Background: an optimization exercise with open tools, aiming at small area, a short achievable clock period and few clock cycles per item. Do not read the settings as production practice.
The RTL was checked by simulation tests, not by an equivalence proof against the original design.
No activity file was given, so power comes from the tool's default toggle rates.

==> v35 <==
==> flow/design.v <==
package ppq_pkg;
   typedef struct packed {
      logic [15:0] id;
      logic [15:0] arrival;
      logic [15:0] burst;
      logic [7:0]  prio;
   } rec_type;
   typedef enum logic [1:0] {
      FUNC_INSERT = 2'd0,
      FUNC_APPEND = 2'd1,
      FUNC_POP    = 2'd2,
      FUNC_REMOVE = 2'd3
   } func_type;
   typedef enum logic [1:0] {
      STATUS_OK        = 2'd0,
      STATUS_EMPTY     = 2'd1,
      STATUS_NOT_FOUND = 2'd2,
      STATUS_FULL      = 2'd3
   } status_type;
   typedef enum logic [1:0] {
      CMP_PRIO = 2'd0,
      CMP_ID   = 2'd1,
      CMP_ANY  = 2'd2
   } cmp_mode_type;
endpackage
module ppq_cmp (
   input  ppq_pkg::cmp_mode_type mode,
   input  ppq_pkg::rec_type      entry,
   input  ppq_pkg::rec_type      key,
   output logic                  hit
);
   always_comb begin
      case (mode)
         ppq_pkg::CMP_PRIO: hit = (entry.prio >= key.prio);
         ppq_pkg::CMP_ID:   hit = (entry.id == key.id);
         ppq_pkg::CMP_ANY:  hit = 1'b1;
         default:           hit = 1'b0;
      endcase
   end
endmodule
module ppq_ram #(
   parameter int WIDTH = 56,
   parameter int DEPTH = 16
) (
   input  logic                     clock,
   input  logic                     wr_en,
   input  logic [$clog2(DEPTH)-1:0] wr_addr,
   input  logic [WIDTH-1:0]         wr_data,
   input  logic [$clog2(DEPTH)-1:0] rd_addr,
   output logic [WIDTH-1:0]         rd_data
);
   logic [WIDTH-1:0] mem [DEPTH];
   logic [WIDTH-1:0] rd_data_ff;
   always_ff @(posedge clock) begin
      if (wr_en) begin
         mem[wr_addr] <= wr_data;
      end
      rd_data_ff <= mem[rd_addr];
   end
   assign rd_data = rd_data_ff;
endmodule
module process_priority_queue #(
   parameter int QUEUE_DEPTH = 16
) (
   input  logic            clock,
   input  logic            reset,
   input  logic            req_valid,
   output logic            req_ready,
   input  logic [1:0]      req_func,
   input  logic [15:0]     req_proc_id,
   input  logic [15:0]     req_arrival,
   input  logic [15:0]     req_burst,
   input  logic [7:0]      req_prio,
   output logic            rsp_valid,
   input  logic            rsp_ready,
   output logic [1:0]      rsp_status,
   output logic [15:0]     rsp_out_id,
   output logic [15:0]     rsp_out_arrival,
   output logic [15:0]     rsp_out_burst,
   output logic [7:0]      rsp_out_prio,
   output logic [4:0]      rsp_occupancy
);
   localparam int N  = QUEUE_DEPTH;
   localparam int CW = $clog2(QUEUE_DEPTH + 1);
   localparam int RW = 56;   
   logic [RW-1:0]     slot_ff [N];
   logic [N-1:0]      v_ff;              
   logic [N-1:0]      ord_ff [N];        
   logic [CW-1:0]     cnt_ff;
   logic              a_valid_ff;
   logic [1:0]        a_func_ff;
   logic [RW-1:0]     a_rec_ff;
   logic [N-1:0]      c_ff;              
   logic              b_valid_ff;        
   logic [1:0]        b_func_ff;
   logic [RW-1:0]     b_rec_ff;
   logic              p_valid_ff;
   logic [1:0]        p_st_ff;
   logic [CW-1:0]     p_occ_ff;
   logic [N-1:0]      p_sel_ff;          
   logic              r_valid_ff;
   logic [1:0]        r_st_ff;
   logic [CW-1:0]     r_occ_ff;
   logic [RW-1:0]     r_rec_ff;
   logic [RW-1:0]     req_rec;
   assign req_rec = {req_proc_id, req_arrival, req_burst, req_prio};
   logic r_free, p_free, exec, a_free, accept;
   logic [1:0]    in_func;
   logic [RW-1:0] in_rec;
   assign r_free    = !r_valid_ff || rsp_ready;
   assign p_free    = !p_valid_ff || r_free;
   assign exec      = a_valid_ff && p_free;
   assign a_free    = !a_valid_ff || p_free;
   assign req_ready = !b_valid_ff;
   assign accept    = req_valid && !b_valid_ff;
   assign in_func   = b_valid_ff ? b_func_ff : req_func;
   assign in_rec    = b_valid_ff ? b_rec_ff : req_rec;
   logic              f_put;
   logic              full, empty;
   logic [N-1:0]      hit, hb, first, aoa, alloc;
   logic              found, do_ins, do_rem;
   assign f_put = !a_func_ff[1];
   assign full  = cnt_ff[CW-1];
   assign empty = (cnt_ff == '0);
   logic [N-1:0] ahead [N];
   always_comb begin
      for (int t = 0; t < N; t++)
         for (int s = 0; s < N; s++)
            ahead[t][s] = (t < s) ? ord_ff[t][s] : (t > s) ? !ord_ff[s][t] : 1'b0;
   end
   always_comb begin
      for (int s = 0; s < N; s++)
         hit[s] = v_ff[s] && c_ff[s];
      for (int s = 0; s < N; s++) begin
         hb[s] = 1'b0;
         for (int t = 0; t < N; t++)
            hb[s] = hb[s] | (hit[t] & ahead[t][s]);
         first[s] = hit[s] & !hb[s];
         aoa[s]   = hit[s] | hb[s];
      end
      for (int s = 0; s < N; s++) begin
         alloc[s] = !v_ff[s];
         for (int t = 0; t < s; t++)
            if (!v_ff[t]) alloc[s] = 1'b0;
      end
   end
   assign found  = |hit;
   assign do_ins = exec && f_put && !full;
   assign do_rem = exec && !f_put && found;
   logic [1:0]    ex_st;
   logic [N-1:0]  ex_sel;
   logic [CW-1:0] ex_occ;
   always_comb begin
      if (f_put) begin
         ex_st  = full ? ppq_pkg::STATUS_FULL : ppq_pkg::STATUS_OK;
         ex_sel = full ? '0 : alloc;
         ex_occ = full ? cnt_ff : cnt_ff + CW'(1);
      end else begin
         ex_st  = empty ? ppq_pkg::STATUS_EMPTY :
                  !found ? ppq_pkg::STATUS_NOT_FOUND : ppq_pkg::STATUS_OK;
         ex_sel = first;
         ex_occ = found ? cnt_ff - CW'(1) : cnt_ff;
      end
   end
   logic          req_is_ins, req_is_app, req_is_pop;
   logic [N-1:0]  cmp_s, c_next;
   logic          cmp_a;
   assign req_is_ins = (in_func == ppq_pkg::FUNC_INSERT);
   assign req_is_app = (in_func == ppq_pkg::FUNC_APPEND);
   assign req_is_pop = (in_func == ppq_pkg::FUNC_POP);
   always_comb begin
      for (int s = 0; s < N; s++)
         cmp_s[s] = req_is_ins ? (slot_ff[s][7:0] >= in_rec[7:0])
                               : (slot_ff[s][55:40] == in_rec[55:40]);
      cmp_a = req_is_ins ? (a_rec_ff[7:0] >= in_rec[7:0])
                         : (a_rec_ff[55:40] == in_rec[55:40]);
      for (int s = 0; s < N; s++)
         c_next[s] = req_is_pop || (!req_is_app &&
                     ((do_ins && alloc[s]) ? cmp_a : cmp_s[s]));
   end
   logic [RW-1:0] rd_rec;
   always_comb begin
      rd_rec = '0;
      for (int s = 0; s < N; s++)
         rd_rec = rd_rec | ({RW{p_sel_ff[s]}} & slot_ff[s]);
   end
   always_ff @(posedge clock) begin
      if (reset) begin
         a_valid_ff <= 1'b0;
         b_valid_ff <= 1'b0;
         p_valid_ff <= 1'b0;
         r_valid_ff <= 1'b0;
         v_ff       <= '0;
         cnt_ff     <= '0;
      end else begin
         if (a_free) begin
            a_valid_ff <= b_valid_ff || accept;
            b_valid_ff <= 1'b0;
         end else if (accept) begin
            b_valid_ff <= 1'b1;
         end
         if (p_free)    p_valid_ff <= exec;
         if (r_free)    r_valid_ff <= p_valid_ff;
         if (do_ins) begin
            v_ff   <= v_ff | alloc;
            cnt_ff <= cnt_ff + CW'(1);
         end else if (do_rem) begin
            v_ff   <= v_ff & ~first;
            cnt_ff <= cnt_ff - CW'(1);
         end
      end
   end
   always_ff @(posedge clock) begin
      if (a_free) begin
         a_func_ff <= in_func;
         a_rec_ff  <= in_rec;
         c_ff      <= c_next;
      end
      if (!b_valid_ff) begin
         b_func_ff <= req_func;
         b_rec_ff  <= req_rec;
      end
      for (int s = 0; s < N; s++) begin
         if (do_ins && alloc[s]) slot_ff[s] <= a_rec_ff;
      end
      for (int s = 0; s < N; s++) begin
         for (int t = s + 1; t < N; t++) begin
            if (do_ins && alloc[s])      ord_ff[s][t] <= aoa[t];
            else if (do_ins && alloc[t]) ord_ff[s][t] <= !aoa[s];
         end
      end
      if (p_free) begin
         p_st_ff  <= ex_st;
         p_occ_ff <= ex_occ;
         p_sel_ff <= ex_sel;
      end
      if (r_free) begin
         r_st_ff  <= p_st_ff;
         r_occ_ff <= p_occ_ff;
         r_rec_ff <= rd_rec;
      end
   end
   assign rsp_valid       = r_valid_ff;
   assign rsp_status      = r_st_ff;
   assign rsp_out_id      = r_rec_ff[55:40];
   assign rsp_out_arrival = r_rec_ff[39:24];
   assign rsp_out_burst   = r_rec_ff[23:8];
   assign rsp_out_prio    = r_rec_ff[7:0];
   assign rsp_occupancy   = r_occ_ff;
endmodule
==> flow/run.sh <==
#!/bin/bash
# synth_recipe.tcl (not shown) runs the flow's synth.tcl, then flattens the netlist and writes it again
# the make line also repeats each setting of config.mk as NAME=value (left out here)
make -C /OpenROAD-flow-scripts/flow DESIGN_CONFIG=/design/flow/config.mk WORK_HOME=/design/flow/orfs CLKGATE_MAP_FILE= SYNTH_SCRIPT=/design/flow/synth_recipe.tcl finish
==> flow/config.mk <==
export PLATFORM = sky130hd
export DESIGN_NAME = process_priority_queue
export DESIGN_NICKNAME = process_priority_queue
export VERILOG_FILES = /design/flow/design.v
export SDC_FILE = /design/flow/constraint.sdc
export NUM_CORES = 4
export LEC_CHECK = 0
export ABC_CLOCK_PERIOD_IN_PS = 3000
export CAP_MARGIN = 20
export CORE_MARGIN = 2
export CORE_UTILIZATION = 40
export SETUP_SLACK_MARGIN = 4.0
export SLEW_MARGIN = 20
==> flow/constraint.sdc <==
create_clock -name core_clock -period 7.0 [get_ports {clock}]
set_input_delay 1.4000 -clock core_clock [delete_from_list [all_inputs] [get_ports {clock}]]
set_output_delay 1.4000 -clock core_clock [all_outputs]
set_load 0.01 [all_outputs]
==> inputs of v5, as changes to v35 <==
==> flow/design.v, changed modules only <==
module process_priority_queue #(
   parameter int QUEUE_DEPTH = 16
) (
   input  logic            clock,
   input  logic            reset,
   input  logic            req_valid,
   output logic            req_ready,
   input  logic [1:0]      req_func,
   input  logic [15:0]     req_proc_id,
   input  logic [15:0]     req_arrival,
   input  logic [15:0]     req_burst,
   input  logic [7:0]      req_prio,
   output logic            rsp_valid,
   input  logic            rsp_ready,
   output logic [1:0]      rsp_status,
   output logic [15:0]     rsp_out_id,
   output logic [15:0]     rsp_out_arrival,
   output logic [15:0]     rsp_out_burst,
   output logic [7:0]      rsp_out_prio,
   output logic [4:0]      rsp_occupancy
);
   localparam int N  = QUEUE_DEPTH;
   localparam int CW = $clog2(QUEUE_DEPTH + 1);
   localparam int RW = 56;   
   logic [RW-1:0]     slot_ff [N];
   logic [N-1:0]      v_ff;              
   logic [N-1:0]      ord_ff [N];        
   logic [CW-1:0]     cnt_ff;
   logic              a_valid_ff;
   logic [1:0]        a_func_ff;
   logic [RW-1:0]     a_rec_ff;
   logic [N-1:0]      c_ff;              
   logic              b_valid_ff;        
   logic [1:0]        b_func_ff;
   logic [RW-1:0]     b_rec_ff;
   logic [N-1:0]      b_c_ff;            
   logic              b_ca_ff;           
   logic              p_valid_ff;
   logic [1:0]        p_st_ff;
   logic [N-1:0]      p_sel_ff;          
   localparam int OW = 1 + 2 + CW + RW;
   logic              r_valid_ff;
   logic [1:0]        r_st_ff;
   logic [CW-1:0]     r_occ_ff;
   logic [RW-1:0]     r_rec_ff;
   logic [OW-1:0]     r_cur, r_new, r_next;
   logic              req_ready_ff;
   logic [RW-1:0]     req_rec;
   assign req_rec = {req_proc_id, req_arrival, req_burst, req_prio};
   logic r_free, p_free, exec, a_free, accept;
   logic [1:0]    in_func;
   logic [RW-1:0] in_rec;
   assign r_free    = !r_valid_ff || rsp_ready;
   assign p_free    = !p_valid_ff || r_free;
   assign exec      = a_valid_ff && p_free;
   assign a_free    = !a_valid_ff || p_free;
   assign req_ready = req_ready_ff;
   assign accept    = req_valid && !b_valid_ff;
   assign in_func   = b_valid_ff ? b_func_ff : req_func;
   assign in_rec    = b_valid_ff ? b_rec_ff : req_rec;
   logic              f_put;
   logic              full, empty;
   logic [N-1:0]      hit, hb, first, aoa, alloc;
   logic [N-1:0]      alloc_ff;          
   logic [N-1:0]      next_free;         
   logic              found, do_ins, do_rem;
   assign f_put = !a_func_ff[1];
   assign full  = cnt_ff[CW-1];
   assign empty = (cnt_ff == '0);
   logic [N-1:0] ahead [N];
   always_comb begin
      for (int t = 0; t < N; t++)
         for (int s = 0; s < N; s++)
            ahead[t][s] = (t < s) ? ord_ff[t][s] : (t > s) ? !ord_ff[s][t] : 1'b0;
   end
   always_comb begin
      for (int s = 0; s < N; s++)
         hit[s] = v_ff[s] && c_ff[s];
      for (int s = 0; s < N; s++) begin
         hb[s] = 1'b0;
         for (int t = 0; t < N; t++)
            hb[s] = hb[s] | (hit[t] & ahead[t][s]);
         first[s] = hit[s] & !hb[s];
         aoa[s]   = hit[s] | hb[s];
      end
      for (int s = 0; s < N; s++) begin
         next_free[s] = !v_ff[s] && !alloc_ff[s];
         for (int t = 0; t < s; t++)
            if (!v_ff[t] && !alloc_ff[t]) next_free[s] = 1'b0;
      end
   end
   assign alloc  = alloc_ff;
   assign found  = |hit;
   assign do_ins = exec && f_put && !full;
   assign do_rem = exec && !f_put && found;
   logic [1:0]    ex_st;
   logic [N-1:0]  ex_sel;
   always_comb begin
      if (f_put) begin
         ex_st  = full ? ppq_pkg::STATUS_FULL : ppq_pkg::STATUS_OK;
         ex_sel = full ? '0 : alloc;
      end else begin
         ex_st  = empty ? ppq_pkg::STATUS_EMPTY :
                  !found ? ppq_pkg::STATUS_NOT_FOUND : ppq_pkg::STATUS_OK;
         ex_sel = first;
      end
   end
   logic          req_is_ins, req_is_app, req_is_pop;
   logic [N-1:0]  cmp_s, c_next;
   logic          cmp_a;
   logic [N:0]    ge;                
   logic [RW-1:0] cmp_rec [N+1];
   assign req_is_ins = (req_func == ppq_pkg::FUNC_INSERT);
   assign req_is_app = (req_func == ppq_pkg::FUNC_APPEND);
   assign req_is_pop = (req_func == ppq_pkg::FUNC_POP);
   always_comb begin
      for (int s = 0; s < N; s++) cmp_rec[s] = slot_ff[s];
      cmp_rec[N] = a_rec_ff;
      for (int s = 0; s <= N; s++) begin
         ge[s] = 1'b1;
         for (int i = 0; i < 8; i++)
            ge[s] = (cmp_rec[s][i] & !req_prio[i]) |
                    (!(cmp_rec[s][i] ^ req_prio[i]) & ge[s]);
      end
   end
   always_comb begin
      for (int s = 0; s < N; s++)
         cmp_s[s] = req_is_pop || (!req_is_app &&
                    (req_is_ins ? ge[s] : (slot_ff[s][55:40] == req_proc_id)));
      cmp_a  = req_is_pop || (!req_is_app &&
               (req_is_ins ? ge[N] : (a_rec_ff[55:40] == req_proc_id)));
      for (int s = 0; s < N; s++)
         c_next[s] = (do_ins && alloc[s]) ? (b_valid_ff ? b_ca_ff : cmp_a)
                                          : (b_valid_ff ? b_c_ff[s] : cmp_s[s]);
   end
   logic [RW-1:0] rd_rec;
   always_comb begin
      rd_rec = '0;
      for (int s = 0; s < N; s++)
         rd_rec = rd_rec | ({RW{p_sel_ff[s]}} & slot_ff[s]);
   end
   always_ff @(posedge clock) begin
      if (reset) begin
         a_valid_ff <= 1'b0;
         b_valid_ff <= 1'b0;
         req_ready_ff <= 1'b1;
         p_valid_ff <= 1'b0;
         v_ff       <= '0;
         cnt_ff     <= '0;
         alloc_ff   <= N'(1);
      end else begin
         if (a_free) begin
            a_valid_ff <= b_valid_ff || accept;
            b_valid_ff <= 1'b0;
            req_ready_ff <= 1'b1;
         end else if (accept) begin
            b_valid_ff <= 1'b1;
            req_ready_ff <= 1'b0;
         end
         if (p_free)    p_valid_ff <= exec;
         if (do_ins) begin
            v_ff     <= v_ff | alloc;
            cnt_ff   <= cnt_ff + CW'(1);
            alloc_ff <= next_free;
         end else if (do_rem) begin
            v_ff   <= v_ff & ~first;
            cnt_ff <= cnt_ff - CW'(1);
            if (full) alloc_ff <= first;
         end
      end
   end
   always_ff @(posedge clock) begin
      if (a_free) begin
         a_func_ff <= in_func;
         a_rec_ff  <= in_rec;
         c_ff      <= c_next;
      end
      if (!b_valid_ff) begin
         b_func_ff <= req_func;
         b_rec_ff  <= req_rec;
         b_c_ff    <= cmp_s;
         b_ca_ff   <= cmp_a;
      end
      for (int s = 0; s < N; s++) begin
         if (do_ins && alloc[s]) slot_ff[s] <= a_rec_ff;
      end
      for (int s = 0; s < N; s++) begin
         for (int t = s + 1; t < N; t++) begin
            if (do_ins && alloc[s])      ord_ff[s][t] <= aoa[t];
            else if (do_ins && alloc[t]) ord_ff[s][t] <= !aoa[s];
         end
      end
      if (p_free) begin
         p_st_ff  <= ex_st;
         p_sel_ff <= ex_sel;
      end
      {r_valid_ff, r_st_ff, r_occ_ff, r_rec_ff} <= r_next;
   end
   assign r_cur  = {r_valid_ff, r_st_ff, r_occ_ff, r_rec_ff};
   assign r_new  = {p_valid_ff, p_st_ff, cnt_ff, rd_rec};
   always_comb begin
      r_next = reset ? '0 : r_free ? r_new : r_cur;
   end
   assign rsp_valid       = r_valid_ff;
   assign rsp_status      = r_st_ff;
   assign rsp_out_id      = r_rec_ff[55:40];
   assign rsp_out_arrival = r_rec_ff[39:24];
   assign rsp_out_burst   = r_rec_ff[23:8];
   assign rsp_out_prio    = r_rec_ff[7:0];
   assign rsp_occupancy   = r_occ_ff;
endmodule
Settings changed: ABC_CLOCK_PERIOD_IN_PS 3000 to 2700, CORE_UTILIZATION 40 to 42, CTS_CLUSTER_DIAMETER from default to 100, CTS_CLUSTER_SIZE from default to 20, SETUP_SLACK_MARGIN 4.0 to 4.35.
==> inputs of v11, as changes to v35 <==
==> flow/design.v, changed modules only <==
module process_priority_queue #(
   parameter int QUEUE_DEPTH = 16
) (
   input  logic            clock,
   input  logic            reset,
   input  logic            req_valid,
   output logic            req_ready,
   input  logic [1:0]      req_func,
   input  logic [15:0]     req_proc_id,
   input  logic [15:0]     req_arrival,
   input  logic [15:0]     req_burst,
   input  logic [7:0]      req_prio,
   output logic            rsp_valid,
   input  logic            rsp_ready,
   output logic [1:0]      rsp_status,
   output logic [15:0]     rsp_out_id,
   output logic [15:0]     rsp_out_arrival,
   output logic [15:0]     rsp_out_burst,
   output logic [7:0]      rsp_out_prio,
   output logic [4:0]      rsp_occupancy
);
   localparam int N  = QUEUE_DEPTH;
   localparam int CW = $clog2(QUEUE_DEPTH + 1);
   localparam int RW = 56;   
   logic [RW-1:0]     slot_ff [N];
   logic [N-1:0]      v_ff;              
   logic [N-1:0]      ord_ff [N];        
   logic [CW-1:0]     cnt_ff;
   logic              a_valid_ff;
   logic [1:0]        a_func_ff;
   logic [RW-1:0]     a_rec_ff;
   logic [N-1:0]      c_ff;              
   logic              b_valid_ff;        
   logic [1:0]        b_func_ff;
   logic [RW-1:0]     b_rec_ff;
   logic [N-1:0]      b_c_ff;            
   logic              b_ca_ff;           
   logic              p_valid_ff;
   logic [1:0]        p_st_ff;
   logic [N-1:0]      p_sel_ff;          
   localparam int OW = 1 + 2 + CW + RW;
   logic              r_valid_ff;
   logic [1:0]        r_st_ff;
   logic [CW-1:0]     r_occ_ff;
   logic [RW-1:0]     r_rec_ff;
   logic [OW-1:0]     r_cur, r_new, r_next;
   logic              req_ready_ff;
   logic [RW-1:0]     req_rec;
   assign req_rec = {req_proc_id, req_arrival, req_burst, req_prio};
   logic r_free, p_free, exec, a_free, accept;
   logic [1:0]    in_func;
   logic [RW-1:0] in_rec;
   assign r_free    = !r_valid_ff || rsp_ready;
   assign p_free    = !p_valid_ff || r_free;
   assign exec      = a_valid_ff && p_free;
   assign a_free    = !a_valid_ff || p_free;
   assign req_ready = req_ready_ff;
   assign accept    = req_valid && !b_valid_ff;
   assign in_func   = b_valid_ff ? b_func_ff : req_func;
   assign in_rec    = b_valid_ff ? b_rec_ff : req_rec;
   logic              f_put;
   logic              full, empty;
   logic [N-1:0]      hit, hb, first, aoa, alloc;
   logic [N-1:0]      alloc_ff;          
   logic [N-1:0]      next_free;         
   logic              found, do_ins, do_rem;
   assign f_put = !a_func_ff[1];
   assign full  = cnt_ff[CW-1];
   assign empty = (cnt_ff == '0);
   logic [N-1:0] ahead [N];
   always_comb begin
      for (int t = 0; t < N; t++)
         for (int s = 0; s < N; s++)
            ahead[t][s] = (t < s) ? ord_ff[t][s] : (t > s) ? !ord_ff[s][t] : 1'b0;
   end
   always_comb begin
      for (int s = 0; s < N; s++)
         hit[s] = v_ff[s] && c_ff[s];
      for (int s = 0; s < N; s++) begin
         hb[s] = 1'b0;
         for (int t = 0; t < N; t++)
            hb[s] = hb[s] | (hit[t] & ahead[t][s]);
         first[s] = hit[s] & !hb[s];
         aoa[s]   = hit[s] | hb[s];
      end
      for (int s = 0; s < N; s++) begin
         next_free[s] = !v_ff[s] && !alloc_ff[s];
         for (int t = 0; t < s; t++)
            if (!v_ff[t] && !alloc_ff[t]) next_free[s] = 1'b0;
      end
   end
   assign alloc  = alloc_ff;
   assign found  = |hit;
   assign do_ins = exec && f_put && !full;
   assign do_rem = exec && !f_put && found;
   logic [1:0]    ex_st;
   logic [N-1:0]  ex_sel;
   always_comb begin
      if (f_put) begin
         ex_st  = full ? ppq_pkg::STATUS_FULL : ppq_pkg::STATUS_OK;
         ex_sel = full ? '0 : alloc;
      end else begin
         ex_st  = empty ? ppq_pkg::STATUS_EMPTY :
                  !found ? ppq_pkg::STATUS_NOT_FOUND : ppq_pkg::STATUS_OK;
         ex_sel = first;
      end
   end
   logic          req_is_ins, req_is_app, req_is_pop;
   logic [N-1:0]  cmp_s, c_next;
   logic          cmp_a;
   logic [N:0]    ge;                
   logic [RW-1:0] cmp_rec [N+1];
   assign req_is_ins = (req_func == ppq_pkg::FUNC_INSERT);
   assign req_is_app = (req_func == ppq_pkg::FUNC_APPEND);
   assign req_is_pop = (req_func == ppq_pkg::FUNC_POP);
   always_comb begin
      for (int s = 0; s < N; s++) cmp_rec[s] = slot_ff[s];
      cmp_rec[N] = a_rec_ff;
      for (int s = 0; s <= N; s++) begin
         ge[s] = 1'b1;
         for (int i = 0; i < 8; i++)
            ge[s] = (cmp_rec[s][i] & !req_prio[i]) |
                    (!(cmp_rec[s][i] ^ req_prio[i]) & ge[s]);
      end
   end
   always_comb begin
      for (int s = 0; s < N; s++)
         cmp_s[s] = req_is_pop || (!req_is_app &&
                    (req_is_ins ? ge[s] : (slot_ff[s][55:40] == req_proc_id)));
      cmp_a  = req_is_pop || (!req_is_app &&
               (req_is_ins ? ge[N] : (a_rec_ff[55:40] == req_proc_id)));
      for (int s = 0; s < N; s++)
         c_next[s] = (do_ins && alloc[s]) ? (b_valid_ff ? b_ca_ff : cmp_a)
                                          : (b_valid_ff ? b_c_ff[s] : cmp_s[s]);
   end
   logic [RW-1:0] rd_rec;
   always_comb begin
      rd_rec = '0;
      for (int s = 0; s < N; s++)
         rd_rec = rd_rec | ({RW{p_sel_ff[s]}} & slot_ff[s]);
   end
   always_ff @(posedge clock) begin
      if (reset) begin
         a_valid_ff <= 1'b0;
         b_valid_ff <= 1'b0;
         req_ready_ff <= 1'b1;
         p_valid_ff <= 1'b0;
         v_ff       <= '0;
         cnt_ff     <= '0;
         alloc_ff   <= N'(1);
      end else begin
         if (a_free) begin
            a_valid_ff <= b_valid_ff || accept;
            b_valid_ff <= 1'b0;
            req_ready_ff <= 1'b1;
         end else if (accept) begin
            b_valid_ff <= 1'b1;
            req_ready_ff <= 1'b0;
         end
         if (p_free)    p_valid_ff <= exec;
         if (do_ins) begin
            v_ff     <= v_ff | alloc;
            cnt_ff   <= cnt_ff + CW'(1);
            alloc_ff <= next_free;
         end else if (do_rem) begin
            v_ff   <= v_ff & ~first;
            cnt_ff <= cnt_ff - CW'(1);
            if (full) alloc_ff <= first;
         end
      end
   end
   always_ff @(posedge clock) begin
      if (a_free) begin
         a_func_ff <= in_func;
         a_rec_ff  <= in_rec;
         c_ff      <= c_next;
      end
      if (!b_valid_ff) begin
         b_func_ff <= req_func;
         b_rec_ff  <= req_rec;
         b_c_ff    <= cmp_s;
         b_ca_ff   <= cmp_a;
      end
      for (int s = 0; s < N; s++) begin
         if (do_ins && alloc[s]) slot_ff[s] <= a_rec_ff;
      end
      for (int s = 0; s < N; s++) begin
         for (int t = s + 1; t < N; t++) begin
            if (do_ins && alloc[s])      ord_ff[s][t] <= aoa[t];
            else if (do_ins && alloc[t]) ord_ff[s][t] <= !aoa[s];
         end
      end
      if (p_free) begin
         p_st_ff  <= ex_st;
         p_sel_ff <= ex_sel;
      end
      {r_valid_ff, r_st_ff, r_occ_ff, r_rec_ff} <= r_next;
   end
   assign r_cur  = {r_valid_ff, r_st_ff, r_occ_ff, r_rec_ff};
   assign r_new  = {p_valid_ff, p_st_ff, cnt_ff, rd_rec};
   always_comb begin
      r_next = reset ? '0 : r_free ? r_new : r_cur;
   end
   assign rsp_valid       = r_valid_ff;
   assign rsp_status      = r_st_ff;
   assign rsp_out_id      = r_rec_ff[55:40];
   assign rsp_out_arrival = r_rec_ff[39:24];
   assign rsp_out_burst   = r_rec_ff[23:8];
   assign rsp_out_prio    = r_rec_ff[7:0];
   assign rsp_occupancy   = r_occ_ff;
endmodule
Settings changed: ABC_CLOCK_PERIOD_IN_PS 3000 to 2800, CORE_UTILIZATION 40 to 50, CTS_CLUSTER_DIAMETER from default to 100, CTS_CLUSTER_SIZE from default to 20, SETUP_SLACK_MARGIN 4.0 to 4.2.
==> flow_summary.yaml <==
yosys:
  synth_compound_area_frac: 0.131
sta:
  hold_ws_ns: 0.418
worst_setup_path:
  r2r_cells: 11
  endpoint: "c_ff[0]"
  cp.buffers_inverters: 2
finish:
  nets: 4027
power:
  power_frac_comb: 0.053
run_status:
  outcome: "timing/DRC/antenna clean"
-- figures above: v35

==> flow_summary.yaml <==
clock_network:
  cts_hold_buf: 0
worst_setup_path:
  endpoint: "c_ff[2]"
  r2r_cells: 8
  critical_path.max_stage_delay_ns: 0.41
sta:
  maxSlewViolCount: 0
  hold_ws_ns: 0.449
floorplan:
  n_tap_cell: 1662
power:
  power_frac_comb: 0.097
run_status:
  outcome: "timing/DRC/antenna clean"
yosys:
  avgSynthCellArea_um2: 14.0
-- figures above: v5

==> flow_summary.yaml <==
run_status:
  outcome: "timing/DRC/antenna clean"
power:
  finalPower_w: 0.0148
  power_frac_comb: 0.098
finish:
  seqCellArea_mm2: 0.0370
worst_setup_path:
  cp-startpoint: "req_proc_id[6]"
  r2r_cells: 5
  cp.buffers_inverters: 3
yosys:
  yosys-mux-area-fraction: 0.0123
-- figures above: v11

Testbench counts of v35, summed over its fixed seeds: cycles 9,624, items 9,600.
Testbench counts of v5, summed over its fixed seeds: cycles 9,624, items 9,600.
Testbench counts of v11, summed over its fixed seeds: cycles 9,624, items 9,600.

[re-timing with driven ports]
The results above use ideal ports. As a check the final layouts listed here were re-extracted and re-timed, cells and wires unchanged.
Step 1, drivers: a clkbuf_16 drives clock and a buf_2 each remaining input, both assumed.
Step 2 times the ports against the registers' clock, not the clock port: input delays grow and output delays shrink by t, the midpoint of the rising clock arrivals with the driver on.
Slacks: ideal ports / drivers / drivers and shift; pairs: ideal ports / drivers.
run | t, ns | setup WS [ns] | worst register clock-pin slew, ns | pins driven straight from the clock port
v35 | 0.849 | 3.943 / 3.967 / 3.146 | 0.07 / 0.07 | 1
v5 | 0.770 | 4.171 / 4.215 / 3.445 | 0.10 / 0.10 | 1
v11 | 0.776 | 4.060 / 4.114 / 3.337 | 0.10 / 0.10 | 1
After both steps setup and hold are still met in every run listed. For v35, which loses most, drivers alone change the setup slack by +0.024 ns; drivers and shift together by -0.797 ns.
